This design comes from an exercise in tuning for small area, a short achievable clock period and few clock cycles on the open sky130 flow, not from production work. Function was checked by simulation only, so behaviour that the tests miss may differ from the original.

==> run a: inputs <==
Design periodic_wavelet_analysis, start of the top module:
module periodic_wavelet_analysis (
    input  logic                                   i_clk,
    input  logic                                   i_rst_n,
    input  logic                                   i_in_valid,
    output logic                                   o_in_ready,
    input  logic                                   i_in_mode,
    input  logic [pwa_pkg::COEF_IDX_W-1:0]         i_in_coef_index,
    input  logic signed [pwa_pkg::COEF_WIDTH-1:0]  i_in_low_coef,
    input  logic signed [pwa_pkg::COEF_WIDTH-1:0]  i_in_high_coef,
    input  logic signed [pwa_pkg::SAMPLE_WIDTH-1:0] i_in_sample,
    output logic                                   o_out_valid,
    input  logic                                   i_out_ready,
    output logic signed [pwa_pkg::OUT_W-1:0]       o_out_low,
    output logic signed [pwa_pkg::OUT_W-1:0]       o_out_high,
    output logic [pwa_pkg::OUT_IDX_W-1:0]          o_out_index,
  ...
clock: 10.0 ns
lec_check: 0
cap_margin: 20
core_margin: 2
core_utilization: 45
cts_cluster_diameter: 100
cts_cluster_size: 30
slew_margin: 20
standard.sh (not shown) runs the stock make flow with config.mk's settings and CLKGATE_MAP_FILE= SYNTH_SCRIPT=/design/flow/synth_recipe.tcl, a recipe that flattens the netlist after the stock synthesis.
==> flow/flow/run.sh <==
#!/bin/bash
# The standard layout (the standard.sh: standard synthesis, floorplan,
# placement, CTS, routing, finish) with the setup repair steps aiming at a
# slack margin of 6.9 ns instead of 0, so that repair keeps improving paths
# well below the 10 ns clock. Nothing else differs from the standard flow.
set -euo pipefail
export SETUP_SLACK_MARGIN=6.9
bash standard.sh > standard_flow.log 2>&1
==> run b (differences from run a) <==
CORE_UTILIZATION = 40   (was 45)
CTS_CLUSTER_SIZE = 26   (was 30)
==> run c (differences from run a) <==
==> flow/flow/run.sh (replaced) <==
#!/bin/bash
# The standard layout (the standard.sh: standard synthesis, floorplan,
# placement, CTS, routing, finish) with the setup repair steps aiming at a
# slack margin of 6.6 ns instead of 0, so that repair keeps improving paths
# well below the 10 ns clock. Nothing else differs from the standard flow.
set -euo pipefail
export SETUP_SLACK_MARGIN=6.6
bash standard.sh > standard_flow.log 2>&1
CORE_UTILIZATION = 40   (was 45)
==> summary of the runs <==
Run a finished with timing, DRC and antenna clean. Run b finished with timing, DRC and antenna clean. Run c ran to the end with no violations. Final area: run c is smaller than run a (about 3.7%). Between run c and run b, the lower global-route usage is in run c (gap 0.53 points). Die area is the same in run c and run b. Of run a and run c, run a has the higher via count (gap about 4%, measured against run c). Synthesized cell count is the same in run a and run b. Flip-flop and latch count is the same in run a and run c. The lowest worst hold slack belongs to run a, the highest to run b.
Testbench counts of run a, summed over its fixed seeds: cycles 22,416.
Testbench counts of run b, summed over its fixed seeds: cycles 22,416.
Testbench counts of run c, summed over its fixed seeds: cycles 22,416.

========
==> job 4825: inputs <==
Another version of the RTL of periodic_wavelet_analysis (not shown whole).
==> flow/config.mk <==
export PLATFORM = sky130hd
export DESIGN_NAME = periodic_wavelet_analysis
export DESIGN_NICKNAME = periodic_wavelet_analysis
export VERILOG_FILES = /design/flow/design.v
export SDC_FILE = /design/flow/constraint.sdc
export NUM_CORES = 4
export LEC_CHECK = 0
export CAP_MARGIN = 20
export CORE_MARGIN = 2
export CORE_UTILIZATION = 40
export SLEW_MARGIN = 20
==> flow/constraint.sdc <==
create_clock -name core_clock -period 10.0 [get_ports {i_clk}]
set_input_delay 2.0000 -clock core_clock [delete_from_list [all_inputs] [get_ports {i_clk}]]
set_output_delay 2.0000 -clock core_clock [all_outputs]
set_load 0.01 [all_outputs]
==> flow/flow/run.sh <==
#!/bin/bash
# The standard layout (the standard.sh: standard synthesis, floorplan,
# placement, CTS, routing, finish) with the setup repair steps aiming at a
# slack margin of 6 ns instead of 0, so that repair keeps improving paths
# well below the 10 ns clock. Nothing else differs from the standard flow.
set -euo pipefail
export SETUP_SLACK_MARGIN=6.0
bash standard.sh > standard_flow.log 2>&1
==> job 9000: changes against job 4825 <==
--- a/flow/design.v
+++ b/flow/design.v
@@ -34,56 +34,66 @@
     output logic [19:0] o_lo,
     output logic [19:0] o_hi,
     output logic [5:0]  o_index,
     output logic        o_last
 );
-    localparam int B  = D - 1;
-    localparam int PW = (B > 1) ? $clog2(B) : 1;
-    localparam int CW = $clog2(B + 1);
-    logic [19:0]   r_lo [B];
-    logic [19:0]   r_hi [B];
-    logic [PW-1:0] wp, rp;
-    logic [CW-1:0] bc;
+    localparam int CW = $clog2(D + 1);
+    logic [19:0]   e_lo [D];
+    logic [19:0]   e_hi [D];
+    logic [CW-1:0] cntq;
     logic          vq;
     logic [5:0]    oj;
-    logic          from_ring, head_take, bypass;
-    logic [19:0]   n_lo, n_hi;
-    assign o_pop     = vq & i_out_ready;
-    assign o_valid   = vq;
-    assign from_ring = (bc != '0);
-    assign head_take = (from_ring | i_push) & (o_pop | ~vq);
-    assign bypass    = i_push & ~from_ring & (o_pop | ~vq);
-    assign n_lo      = from_ring ? r_lo[rp] : i_lo;
-    assign n_hi      = from_ring ? r_hi[rp] : i_hi;
-    always_ff @(posedge i_clk) begin
-        if (i_push) begin
-            r_lo[wp] <= i_lo;
-            r_hi[wp] <= i_hi;
-        end
-        if (head_take) begin
-            o_lo    <= n_lo;
-            o_hi    <= n_hi;
+    logic [CW-1:0] pos;
+    logic          load0;
+    assign o_pop   = vq & i_out_ready;
+    assign o_valid = vq;
+    assign o_lo    = e_lo[0];
+    assign o_hi    = e_hi[0];
+    assign pos     = cntq - CW'(o_pop);
+    assign load0   = i_push ? (pos == '0) : (o_pop && cntq > CW'(1));
+    logic [19:0] k_lo [D], k_hi [D], s_lo [D], s_hi [D];
+    logic [D-1:0] k_en, s_en;
+    always_comb begin
+        for (int i = 0; i < D; i++) begin
+            k_en[i] = i_push && (cntq == CW'(i));
+            k_lo[i] = i_lo;
+            k_hi[i] = i_hi;
+            s_en[i] = 1'b1;
+            if (i_push && (cntq == CW'(i + 1))) begin
+                s_lo[i] = i_lo;
+                s_hi[i] = i_hi;
+            end else begin
+                s_lo[i] = e_lo[(i < D - 1) ? i + 1 : i];
+                s_hi[i] = e_hi[(i < D - 1) ? i + 1 : i];
+            end
+        end
+    end
+    always_ff @(posedge i_clk) begin
+        for (int i = 0; i < D; i++) begin
+            if (o_pop) begin
+                e_lo[i] <= s_lo[i];
+                e_hi[i] <= s_hi[i];
+            end else if (k_en[i]) begin
+                e_lo[i] <= k_lo[i];
+                e_hi[i] <= k_hi[i];
+            end
+        end
+        if (load0 || (o_pop && cntq > CW'(1))) begin
             o_index <= oj;
             o_last  <= (oj == i_half_m1);
         end
     end
-    function automatic logic [PW-1:0] inc(input logic [PW-1:0] p);
-        inc = (p == PW'(B - 1)) ? '0 : p + PW'(1);
-    endfunction
     always_ff @(posedge i_clk) begin
         if (!i_rst_n) begin
-            wp <= '0;
-            rp <= '0;
-            bc <= '0;
-            vq <= 1'b0;
-            oj <= '0;
+            cntq <= '0;
+            vq   <= 1'b0;
+            oj   <= '0;
         end else begin
-            if (i_push && !bypass) wp <= inc(wp);
-            if (head_take && from_ring) rp <= inc(rp);
-            bc <= bc + CW'(i_push && !bypass) - CW'(head_take && from_ring);
-            vq <= head_take | (vq & ~o_pop);
-            if (head_take) oj <= (oj == i_half_m1) ? 6'd0 : oj + 6'd1;
+            cntq <= pos + CW'(i_push);
+            vq   <= (pos + CW'(i_push)) != '0;
+            if (load0 || (o_pop && cntq > CW'(1)))
+                oj <= (oj == i_half_m1) ? 6'd0 : oj + 6'd1;
         end
     end
 endmodule
 module pwa_csa #(
     parameter int W = 32
@@ -180,11 +190,11 @@
     input  logic                                   i_cfg_we,
     input  logic [pwa_pkg::CFG_IDX_W-1:0]          i_cfg_index,
     input  logic [pwa_pkg::CFG_DATA_W-1:0]         i_cfg_data
 );
     localparam int AW = pwa_pkg::ACC_W;
-    localparam int QD = 6;    
+    localparam int QD = 4;    
     logic        rdy_q;
     logic        stg_v, stg_mode;
     logic [4:0]  stg_ci;
     logic [15:0] stg_lo, stg_hi, stg_smp;
     logic        cfg_we_q;
@@ -285,19 +295,12 @@
     logic [6:0] f_nx;
     logic [4:0] bf_nx;
     assign f_nx  = cmp_ev ? 7'd0 : (r_f + 7'(smp_proc));
     assign bf_nx = cmp_ev ? (r_bf + finc) : r_bf;
     logic [15:0] sbank [4][32];
-    logic        w_en;
-    logic [6:0]  w_addr;
-    logic [15:0] w_data;
-    always_ff @(posedge i_clk) begin
-        if (!i_rst_n) w_en <= 1'b0;
-        else          w_en <= smp_proc;
-        w_addr <= waddr;
-        w_data <= stg_smp;
-        if (w_en) sbank[w_addr[1:0]][w_addr[6:2]] <= w_data;
+    always_ff @(posedge i_clk) begin
+        if (smp_proc) sbank[waddr[1:0]][waddr[6:2]] <= stg_smp;
     end
     logic [15:0] lbank [4][8];
     logic [15:0] hbank [4][8];
     always_ff @(posedge i_clk) begin
         if (tap_proc) begin
@@ -381,11 +384,11 @@
         end
     end
     logic ovl_wait;
     logic can_smp_nx, can_tap_nx, stg_v_nx, stg_mode_nx, rdy_nx, take;
     always_comb begin
-        can_tap_nx = !a_act_nx && !a_pend_nx && !a_act;   
+        can_tap_nx = !a_act_nx && !a_pend_nx;
         if (cmp_ev || a_fin) ovl_wait = (thr != 6'd0);
         else                 ovl_wait = ({1'b0, a_j, 1'b0} < 8'(thr) + 8'(r_f) + 8'd1);
         can_smp_nx = !a_pend_nx && !cfg_we_q && !(n128 && a_act_nx && ovl_wait);
         take        = i_in_valid & rdy_q;
         stg_v_nx    = take | (stg_v & ~proc);
@@ -427,51 +430,38 @@
     logic        m_v, m_first, m_last;
     logic [15:0] m_lo [4], m_hi [4];
     logic [7:0]  m_one [4], m_two [4], m_neg [4];
     logic [15:0] xs [4];
     logic [7:0]  e_one [4], e_two [4], e_neg [4];
-    logic        b_v, b_first, b_last;
-    logic [15:0] b_d [4];
-    logic [1:0]  b_sel [4];
-    logic [3:0]  b_lm;
-    logic [2:0]  b_s;
-    always_ff @(posedge i_clk) begin
-        if (!i_rst_n) b_v <= 1'b0;
-        else          b_v <= r_v;
-        b_first <= r_first;
-        b_last  <= r_last;
-        b_lm    <= r_lm;
-        b_s     <= r_s;
-        for (int q = 0; q < 4; q++) begin
-            b_d[q]   <= sbank[q][r_row[q]];
-            b_sel[q] <= r_sel[q];
-        end
-    end
     always_comb begin
         for (int l = 0; l < 4; l++) begin
             logic [16:0] xe;
-            xs[l] = b_lm[l] ? b_d[b_sel[l]] : 16'd0;
+            xs[l] = r_lm[l] ? bd[r_sel[l]] : 16'd0;
             xe = {xs[l], 1'b0};
             for (int i = 0; i < 8; i++) begin
                 e_one[l][i] = xe[2*i] ^ xe[2*i+1];
                 e_two[l][i] = (xe[2*i+2] & ~xe[2*i+1] & ~xe[2*i]) |
                               (~xe[2*i+2] & xe[2*i+1] & xe[2*i]);
                 e_neg[l][i] = xe[2*i+2];
             end
         end
     end
+    logic [15:0] bd [4];
+    always_comb begin
+        for (int q = 0; q < 4; q++) bd[q] = sbank[q][r_row[q]];
+    end
     always_ff @(posedge i_clk) begin
         if (!i_rst_n) m_v <= 1'b0;
-        else          m_v <= b_v;
-        m_first <= b_first;
-        m_last  <= b_last;
+        else          m_v <= r_v;
+        m_first <= r_first;
+        m_last  <= r_last;
         for (int l = 0; l < 4; l++) begin
             m_one[l] <= e_one[l];
             m_two[l] <= e_two[l];
             m_neg[l] <= e_neg[l];
-            m_lo[l] <= lbank[l][b_s];
-            m_hi[l] <= hbank[l][b_s];
+            m_lo[l] <= lbank[l][r_s];
+            m_hi[l] <= hbank[l][r_s];
         end
     end
     logic [31:0] pl_s [4], pl_c [4], ph_s [4], ph_c [4];
     for (genvar l = 0; l < 4; l++) begin : g_mul
         pwa_bmul2 u_mul (
==> flow/run.sh (new file) <==
#!/bin/bash
# synth_recipe.tcl (not shown) runs the flow's synth.tcl, then flattens the netlist and writes it again
# the make line also repeats each setting of config.mk as NAME=value (left out here)
make -C /OpenROAD-flow-scripts/flow DESIGN_CONFIG=/design/flow/config.mk WORK_HOME=/design/flow/orfs CLKGATE_MAP_FILE= SYNTH_SCRIPT=/design/flow/synth_recipe.tcl finish
Settings changed: SETUP_SLACK_MARGIN set to 5.
removed: flow/flow/run.sh
removed: flow/standard.sh
==> job 6893: changes against job 4825 <==
--- a/flow/design.v
+++ b/flow/design.v
@@ -149,19 +149,19 @@
     output logic [pwa_pkg::ACC_W-1:0] o_c
 );
     localparam int W = pwa_pkg::ACC_W;
     logic [W-1:0] p [8];
     always_comb for (int i = 0; i < 8; i++) p[i] = W'(i_p[32*i +: 32]);
-    logic [W-1:0] a0, b0, a1, b1, a2, b2, c0, d0, c1, d1, e0, f0, g0, h0;
-    pwa_csa #(W) u_l1a (.i_a(p[0]), .i_b(p[1]), .i_c(p[2]), .o_s(a0), .o_c(b0));
-    pwa_csa #(W) u_l1b (.i_a(p[3]), .i_b(p[4]), .i_c(p[5]), .o_s(a1), .o_c(b1));
-    pwa_csa #(W) u_l1c (.i_a(p[6]), .i_b(p[7]), .i_c(i_as), .o_s(a2), .o_c(b2));
-    pwa_csa #(W) u_l2a (.i_a(a0), .i_b(b0), .i_c(a1), .o_s(c0), .o_c(d0));
-    pwa_csa #(W) u_l2b (.i_a(b1), .i_b(a2), .i_c(b2), .o_s(c1), .o_c(d1));
-    pwa_csa #(W) u_l3  (.i_a(c0), .i_b(d0), .i_c(c1), .o_s(e0), .o_c(f0));
-    pwa_csa #(W) u_l4  (.i_a(e0), .i_b(f0), .i_c(d1), .o_s(g0), .o_c(h0));
-    pwa_csa #(W) u_l5  (.i_a(g0), .i_b(h0), .i_c(i_ac), .o_s(o_s), .o_c(o_c));
+    logic [W-1:0] a0, a1, b0, b1, c0, c1, d0, d1, e0, e1, f0, f1, g0, g1;
+    pwa_csa #(W) u_l1a (.i_a(p[0]), .i_b(p[1]), .i_c(p[2]), .o_s(a0), .o_c(a1));
+    pwa_csa #(W) u_l1b (.i_a(p[3]), .i_b(p[4]), .i_c(p[5]), .o_s(b0), .o_c(b1));
+    pwa_csa #(W) u_l2a (.i_a(a0),   .i_b(a1),   .i_c(b0),   .o_s(c0), .o_c(c1));
+    pwa_csa #(W) u_l2b (.i_a(b1),   .i_b(p[6]), .i_c(p[7]), .o_s(d0), .o_c(d1));
+    pwa_csa #(W) u_l3a (.i_a(c0),   .i_b(c1),   .i_c(d0),   .o_s(e0), .o_c(e1));
+    pwa_csa #(W) u_l3b (.i_a(d1),   .i_b(i_as), .i_c(i_ac), .o_s(f0), .o_c(f1));
+    pwa_csa #(W) u_l4  (.i_a(e0),   .i_b(e1),   .i_c(f0),   .o_s(g0), .o_c(g1));
+    pwa_csa #(W) u_l5  (.i_a(g0),   .i_b(g1),   .i_c(f1),   .o_s(o_s), .o_c(o_c));
 endmodule
 module periodic_wavelet_analysis (
     input  logic                                   i_clk,
     input  logic                                   i_rst_n,
     input  logic                                   i_in_valid,
@@ -518,16 +518,14 @@
     );
     logic f_v;
     always_ff @(posedge i_clk) begin
         if (!i_rst_n) f_v <= 1'b0;
         else          f_v <= p_v & p_last;
-        if (p_v) begin
-            acl_s <= nl_s;
-            acl_c <= nl_c;
-            ach_s <= nh_s;
-            ach_c <= nh_c;
-        end
+        acl_s <= nl_s;
+        acl_c <= nl_c;
+        ach_s <= nh_s;
+        ach_c <= nh_c;
     end
     function automatic logic [19:0] sat20(input logic [AW-1:0] v);
         logic [21:0] q;
         q = v[36:15];
         if (q[21:19] == 3'b000 || q[21:19] == 3'b111) sat20 = q[19:0];
==> flow/flow/run.sh (replaced) <==
#!/bin/bash
# The standard layout (the standard.sh: standard synthesis, floorplan,
# placement, CTS, routing, finish) with the setup repair steps aiming at a
# slack margin of 6.6 ns instead of 0, so that repair keeps improving paths
# well below the 10 ns clock. Nothing else differs from the standard flow.
set -euo pipefail
export SETUP_SLACK_MARGIN=6.6
bash standard.sh > standard_flow.log 2>&1
==> qor summary <==
Multi-In Gates: job 9000 7489; job 6893 6667; job 4825 6696
Status: job 9000 finished clean; job 6893 finished clean; job 4825 finished clean
Compound-cell area share of the yosys netlist: job 9000 0.0652; job 6893 0.0469; job 4825 0.0462
Num sequential: job 9000 4350; job 6893 4545; job 4825 4543
Number of buffers and inverters on the critical path: job 9000 1; job 6893 2; job 4825 2
Crit share post-route: job 9000 0.469; job 6893 0.371; job 4825 0.395
Final net count: job 9000 16435; job 6893 15493; job 4825 15845
Die height: job 9000 737 um; job 6893 738 um; job 4825 743 um
Mapped cell area: job 9000 0.215 mm^2; job 6893 0.216 mm^2; job 4825 0.218 mm^2
Final hold slack: job 9000 0.328 ns; job 6893 0.327 ns; job 4825 0.260 ns
HPWL after DPL: job 9000 406 mm; job 6893 386 mm; job 4825 398 mm
Inst Count DP: job 9000 21312; job 6893 20334; job 4825 20753
Routability Congestion: job 9000 0.928; job 6893 0.901; job 4825 0.908
Beginning of the critical path: job 9000 r_row[1][0]; job 6893 rdy_q; job 4825 m_hi[3][7]
Total cell area at the placement stage: job 9000 0.225 mm^2; job 6893 0.226 mm^2; job 4825 0.228 mm^2
Testbench counts of job 4825, summed over its fixed seeds: cycles 22,416.
Testbench counts of job 9000, summed over its fixed seeds: cycles 22,640.
Testbench counts of job 6893, summed over its fixed seeds: cycles 22,416.

afterwards: timing with drivers on the ports:
In the flow no input, the clock included, has a driving cell. The finished layouts below were timed again as built, in two steps.
Step 1, drivers: a clkbuf_16 drives i_clk and a buf_2 each remaining input, both assumed.
Step 2 also shifts input and output timing later by t, the mid clock arrival at the registers, as if the neighbouring blocks saw the same clock.
a / b / c = ideal ports / drivers / drivers and shift; a / b = the first two.
| run | shift t [ns] | slack for setup (ns) | hold slack, ns | worst register clock-pin slew, ns |
|---|---|---|---|---|
| run a | 1.093 | 6.436 / 6.320 / 5.974 | 0.313 / 0.313 / 0.313 | 0.12 / 0.12 |
| run b | 1.115 | 6.384 / 6.260 / 5.941 | 0.325 / 0.325 / 0.325 | 0.11 / 0.11 |
| run c | 1.070 | 6.420 / 6.300 / 5.962 | 0.323 / 0.323 / 0.323 | 0.12 / 0.12 |
| job 4825 | 1.163 | 6.055 / 5.983 / 5.324 | 0.260 / 0.260 / 0.260 | 0.08 / 0.08 |
| job 9000 | 1.158 | 5.313 / 5.313 / 4.821 | 0.328 / 0.328 / 0.328 | 0.07 / 0.07 |
| job 6893 | 1.134 | 6.291 / 6.171 / 5.917 | 0.327 / 0.327 / 0.327 | 0.07 / 0.07 |
After both steps setup and hold are still met in every run listed. For job 4825, which loses most, drivers alone change the setup slack by -0.072 ns; drivers and shift together by -0.731 ns.
